Context: an optimization exercise on an open-source flow, tuned for small area, a short achievable clock period and few clock cycles per item. The choices shown serve that exercise and are no tape-out recipe. Where RTL was checked, it was by simulation tests only, not by an equivalence proof against the original. The RTL of run 1 was laid out without a check of its function.

## flow/design.v (module list and top-level ports; edited modules follow where they fit)
// module act_requant_pipe: 2287 lines
// module arp_fa: 10 lines
// module arp_ha: 9 lines
module act_requant_pipe #(
   parameter int LANES    = 4,
   parameter int IN_W     = 24,
   parameter int OUT_W    = 8,
   parameter int DQ_SHIFT = 13,
   parameter int RQ_SHIFT = 8,
   parameter int LEN_W    = 16
) (
   input  logic                clk,
   input  logic                rst,
   input  logic                start,
   input  logic [1:0]          cfg_mode,
   input  logic [IN_W-1:0]     cfg_bias,
   input  logic [7:0]          cfg_dq_scale,
   input  logic [7:0]          cfg_rq_scale,
   input  logic [LEN_W-1:0]    cfg_len,
   input  logic                in_valid,
   output logic                in_ready,
   input  logic [LANES*IN_W-1:0] in_data,
   output logic                out_valid,
   input  logic                out_ready,
   output logic [LANES*OUT_W-1:0] out_data,
   output logic                out_last,
   output logic                busy,
   output logic                done,
   output logic [15:0]         sat_cnt
);
  // ...
==> flow/flow/run.sh <==
#!/bin/bash
cp standard.sh standard.sh.txt
sed -e 's/SETUP_SLACK_MARGIN=[-0-9.]*/SETUP_SLACK_MARGIN=7.5/' standard.sh > standard_margin.sh
export BUFFER_PORTS_ARGS="-buffer_cell sky130_fd_sc_hd__buf_4"
bash standard_margin.sh > standard.log 2>&1
==> flow/standard.sh <==
#!/bin/bash
# synth_recipe.tcl (not shown) runs the flow's synth.tcl, then flattens the netlist and writes it again
# the make line also repeats each setting of config.mk as NAME=value (left out here)
make -C /OpenROAD-flow-scripts/flow DESIGN_CONFIG=/design/flow/config.mk WORK_HOME=/design/flow/orfs CLKGATE_MAP_FILE= SYNTH_SCRIPT=/design/flow/synth_recipe.tcl "${@:-finish}"
==> flow/config.mk <==
export PLATFORM = sky130hd
export DESIGN_NAME = act_requant_pipe
export DESIGN_NICKNAME = act_requant_pipe
export VERILOG_FILES = /design/flow/design.v
export SDC_FILE = /design/flow/constraint.sdc
export NUM_CORES = 4
export LEC_CHECK = 0
export CAP_MARGIN = 20
export CORE_MARGIN = 2
export CORE_UTILIZATION = 40
export SETUP_SLACK_MARGIN = 5
export SLEW_MARGIN = 20
export SYNTH_HIERARCHICAL = 1
export SYNTH_MINIMUM_KEEP_SIZE = 0
==> flow/constraint.sdc <==
create_clock -name core_clock -period 13.0 [get_ports {clk}]
set_input_delay 2.6000 -clock core_clock [delete_from_list [all_inputs] [get_ports {clk}]]
set_output_delay 2.6000 -clock core_clock [all_outputs]
set_load 0.01 [all_outputs]
==> impl_metrics.py, run 1 <==
metrics = {
    "run_status": {
        "status": "complete, no violations",
    },
    "worst_hold_path": {
        "hold_end": "l5$_DFFE_PN_",
    },
    "synth": {
        "ys_warn_count": 7,
        "ys_ff_latch": 663,
        "syn_inst": 7144,
        "synth_area_leader_cell": "edfxtp_1",
        "ys_seq_area_share_pct": 25.31,
    },
    "layout": {
        "post-route-util_pct": 43.53,
        "seq_cells": 663,
        "final_layout_size_suffix_gt1_share_pct": 7.769,
        "sh_seq_area_pct": 23.34,
        "inv_count": 170,
    },
    "job": {
        "max_cap_violations": 0,
    },
    "routing": {
        "dr_wl_met2_um": 82700,
    },
    "floorplanning": {
        "die_h_um": 437.3,
    },
    "critical_path": {
        "reg2reg_depth": 16,
        "path_depth": 3,
        "critPathCapture": "done",
    },
    "sta": {
        "worst_slew_pin_slew_ps": 1059,
        "fin_crit_ps": 5622,
        "setup_viol": 0,
    },
    "global_route": {
        "grt_pass1_vias": 53570,
        "top_usage_layer": "met2",
        "grt_use_total_pct": 19.19,
    },
    "placed_design": {
        "placedInstanceArea_mm2": 0.07832,
    },
}
==> run 2, diff against run 1 <==
--- a/flow/design.v
+++ b/flow/design.v
@@ -58,24 +58,19 @@
    assign pop = o_v && out_ready;
    assign push = en && v5;
    assign out_valid = o_v;
    assign out_last = o_l;
    assign busy = busy_r;
    assign done = done_r || (pop && o_l);
    for (genvar i = 0; i < LANES; i++) begin : g_lane
       logic [X_W-1:0] s1_x;
-      localparam bit DQ_IDLE = i % 2 == 1;
-      localparam bit DQ_RST = i >= LANES / 2;
       logic [12:0]    dq_l, rq_l;
       always_ff @(posedge clk) begin
-         if (DQ_RST && rst) begin
-            dq_l <= '0;
-            rq_l <= '0;
-         end else if (!busy_r && (DQ_IDLE || start)) begin
+         if (!busy_r && start) begin
             dq_l <= booth8(cfg_dq_scale);
             rq_l <= booth8(cfg_rq_scale);
          end
       end
       logic [D_W-1:0] s2_d;
       logic [21:0]    s3_w;
       logic [1:0]     s3_sel;
       logic [Y_W-1:0] s4_y;
==> run 2 against run 1 <==
Against the previous run: still clean on timing, DRC and antenna; core utilization grew 0.11 points; synthesized area decreased by 2.7%; routed wire length is 3.6% lower; sequential share of layout area is 1.4 points lower; critical path depth grew 1; critical path type unchanged; largest cell class unchanged.
==> impl_metrics.py, run 2 <==
metrics = {
    "critical_path": {
        "required_ps": 10400,
        "reg2reg_depth": 16,
        "startpoint_type": "input pin",
        "cp_max_fo": 2,
        "critPathCaptureType": "output port",
        "arrival_ps": 3030,
        "path_class": "input pin to output port",
    },
    "clock_network": {
        "insertion_delay_ps": 720,
        "cts-root-buf": "clkbuf_16",
        "clk_pin_slew_ps": 60,
        "clock-sinks": 591,
        "clockBufferDepth": 3,
        "numCtsBuffers": 72,
        "htreeDepth": 3,
        "ctsHoldBuffers": 0,
        "cts_tree": "built",
    },
    "synth": {
        "yosys-top-cells-area": "edfxtp_1, fa_1, ha_1",
        "synth-edff-count": 549,
        "synth.area.mux_share_pct": 0.5686,
        "ys_warn_count": 7,
        "async_reset_ff_share_pct": 0,
        "yosys.area_share.simple_pct": 10.07,
        "ys_ff_latch": 591,
        "synth_compound_area_share_pct": 14.88,
        "synth-xor-area-share_pct": 11.87,
        "synth_area_leader_cell": "edfxtp_1",
        "syn_inst": 6979,
        "synth_top_family_by_area": "adder cells",
        "yosysTopAreaCellShare_pct": 22.57,
        "synth_ff_type": "edfxtp_1",
        "syn-num-nets": 8714,
        "ys_top_cells_by_count": "xnor2_1, fa_1, ha_1, a22oi_1, edfxtp_1",
        "yosysMostFrequentCell": "xnor2_1",
        "synth_area_mm2": 0.07305,
        "synthAdderAreaFrac_pct": 35.16,
        "ys_seq_area_share_pct": 23.72,
        "ys_types": 70,
        "avgSynthCellArea_um2": 10.47,
    },
    "global_route": {
        "grt_max_degree": 145,
        "grt_use_total_pct": 18.92,
        "grt_pass1_wl_um": 289000,
        "grt.met1_usage_pct": 26.30,
        "grt_pass1_vias": 53680,
        "top_usage_layer": "met2",
        "met3_usage_pct": 2.598,
        "antenna_found_initial": 1,
        "met2_usage_pct": 30.77,
        "gr-total-overflow": 0,
    },
    "sta": {
        "setup_viol": 0,
        "slew_viol_final": 0,
        "rsz0062_at_grt": "yes",
        "hold_viol": 0,
        "fin_tns_setup_ps": 0,
        "skew_ps": 50.50,
        "clock.fmax_ghz": 0.1777,
        "finalCritPeriodShare_pct": 43.29,
        "worst_slew_pin_slew_ps": 1102,
        "finalHoldWorstSlack_ps": 417.4,
        "max_slew_margin_pct": 26.50,
        "fin_crit_ps": 5627,
    },
    "floorplanning": {
        "die_w_um": 431.4,
        "start_util_pct": 40.33,
        "row_count": 156,
        "die_h_um": 431.4,
        "io_pins": 212,
        "coreArea_mm2": 0.1811,
        "dieArea_mm2": 0.1861,
    },
    "layout": {
        "n_antenna_cell": 0,
        "syn_to_final_growth_pct": 8.204,
        "final_cell_mix": "xnor2_1, fa_1, ha_1",
        "final_common_cell": "xnor2_1",
        "nNetsFinal": 8552,
        "final_area_mm2": 0.07904,
        "reg_top3": "g_lane.s1_x x100, g_lane.s3_w x88, g_lane.s2_d x80",
        "post-route-util_pct": 43.64,
        "largest_register": "g_lane.s1_x",
        "final_layout_size_suffix_gt1_share_pct": 7.042,
        "largest_reg_flops": 100,
    },
    "placed_design": {
        "hpwl_um": 129300,
        "placedInstanceArea_mm2": 0.07614,
        "gp_congestion": 0.9166,
        "port_buffers": 211,
    },
    "routing": {
        "drt_first_pass_iters": 8,
        "vias": 51690,
        "wl_per_cell_um": 19.16,
        "drt_iter0_markers": 3566,
        "wl_um": 177100,
        "postRouteAntennaNets": 0,
        "drc": 0,
        "vias_per_cell": 5.593,
    },
    "worst_hold_path": {
        "holdPathStages": 0,
        "hold_class": "flip-flop to flip-flop",
    },
    "run_status": {
        "status": "complete, no violations",
    },
    "job": {
        "max_cap_violations": 0,
    },
}
## run 2: cell count changes after synthesis, sizes merged, moves of 24 or more
cell    before  now
dfxtp       90   42
edfxtp     573  549
nor2       312  272
clkbuf     439  407
inv        169  202
a21oi      270  237
o21ai      252  284
nand2      447  393
## run 2: critical path: stages
cell     delay [ps]
buf_8           100
a31oi_4         160
inv_2            50
buf_6           110
## run 2: final timing paths
check                                                  from                      endpoint  slack (ps)
worst min register to register                 l2$_DFFE_PN_                  l3$_DFFE_PN_         420
worst max-delay path                              out_ready                          done        7370
worst max register to register  g_lane[1].dq_l[9]$_DFFE_PP_  g_lane[1].s2_d[19]$_DFFE_PN_        7720
worst min-delay path                           l2$_DFFE_PN_                  l3$_DFFE_PN_         420
## run 2: cell type report
| class | count | area (um^2) |
|---|---|---|
| Clock buffer | 82 | 1839 |
| Clock inverter | 48 | 525.5 |
| Fill cell | 17070 | 102100 |
| Inverter | 202 | 763.2 |
| Multi-Input combinational cell | 5669 | 53080 |
| Sequential cell | 591 | 17330 |
| Tap cell | 2370 | 2965 |
| Timing Repair Buffer | 281 | 2539 |
## run 2: repair_timing
action	in CTS	in global routing
pin swaps	1	4
endpoints found under the setup margin	51	58
setup buffers	3	4
gates cloned	1	7
gates resized for setup	22	49
## run 2: cells by family (layout without fill, tap and decap cells)
| kind of cell | count (synthesis) | count (layout) |
|---|---|---|
| fa+ha+maj | 1576 | 1576 |
| flops | 591 | 591 |
| mux | 38 | 38 |
| simple gates | 1464 | 1464 |
| compound gates | 1601 | 1601 |
| buf+inv | 719 | 613 |
| xor+xnor | 990 | 990 |
## run 2: per-layer routing
metal	part of all wire, %	routed length [um]
met5	0	0
met4	2.8	4891
met3	5.2	9214
met2	46	82140
met1	46	80870
## run 2: per-stage QoR
stage | setup WS [ps] | std cells
CTS | 7363 | 9230
global placement | 6828 | 9096
global route | 7349 | 9243
finish | 7373 | 9243
detailed placement | 6875 | 9096
floorplan | 4998 | 6979
## run 2: per-module statistics from Yosys, one instance, submodules excluded
module            cells inside  cell area [um^2]  times used  flops+latches
act_requant_pipe          5491             48490           1            591
arp_fa                       1             20.02         792              0
arp_ha                       1             12.51         696              0
Testbench counts of run 2, summed over its fixed seeds: cycles 14,501, beats 13,349.

static timing again, ports no longer ideal:
Ports are ideal in the flow. The routed layouts listed here were re-timed in OpenROAD. Step 1 (the two cells are an assumption about what drives the block):
set clk [get_ports {clk}]
set_driving_cell -lib_cell sky130_fd_sc_hd__clkbuf_16 $clk
set_driving_cell -lib_cell sky130_fd_sc_hd__buf_2 [delete_from_list [all_inputs] $clk]
Step 2, shift: input delay + t, output delay - t, t = (earliest + latest rising clock arrival at the registers) / 2. This alone moves slack from input paths to output paths. Three values: no drivers, after step 1, after step 2; two values: the first two.
| run | shift t [ns] | setup slack, ns | pins driven straight from the clock port |
|---|---|---|---|
| run 1 | 0.788 | 7.378 / 7.340 / 6.887 | 1 |
| run 2 | 0.768 | 7.373 / 7.332 / 6.927 | 1 |
After both steps setup and hold are still met in every run listed. For run 1, which loses most, drivers alone change the setup slack by -0.038 ns; drivers and shift together by -0.491 ns.
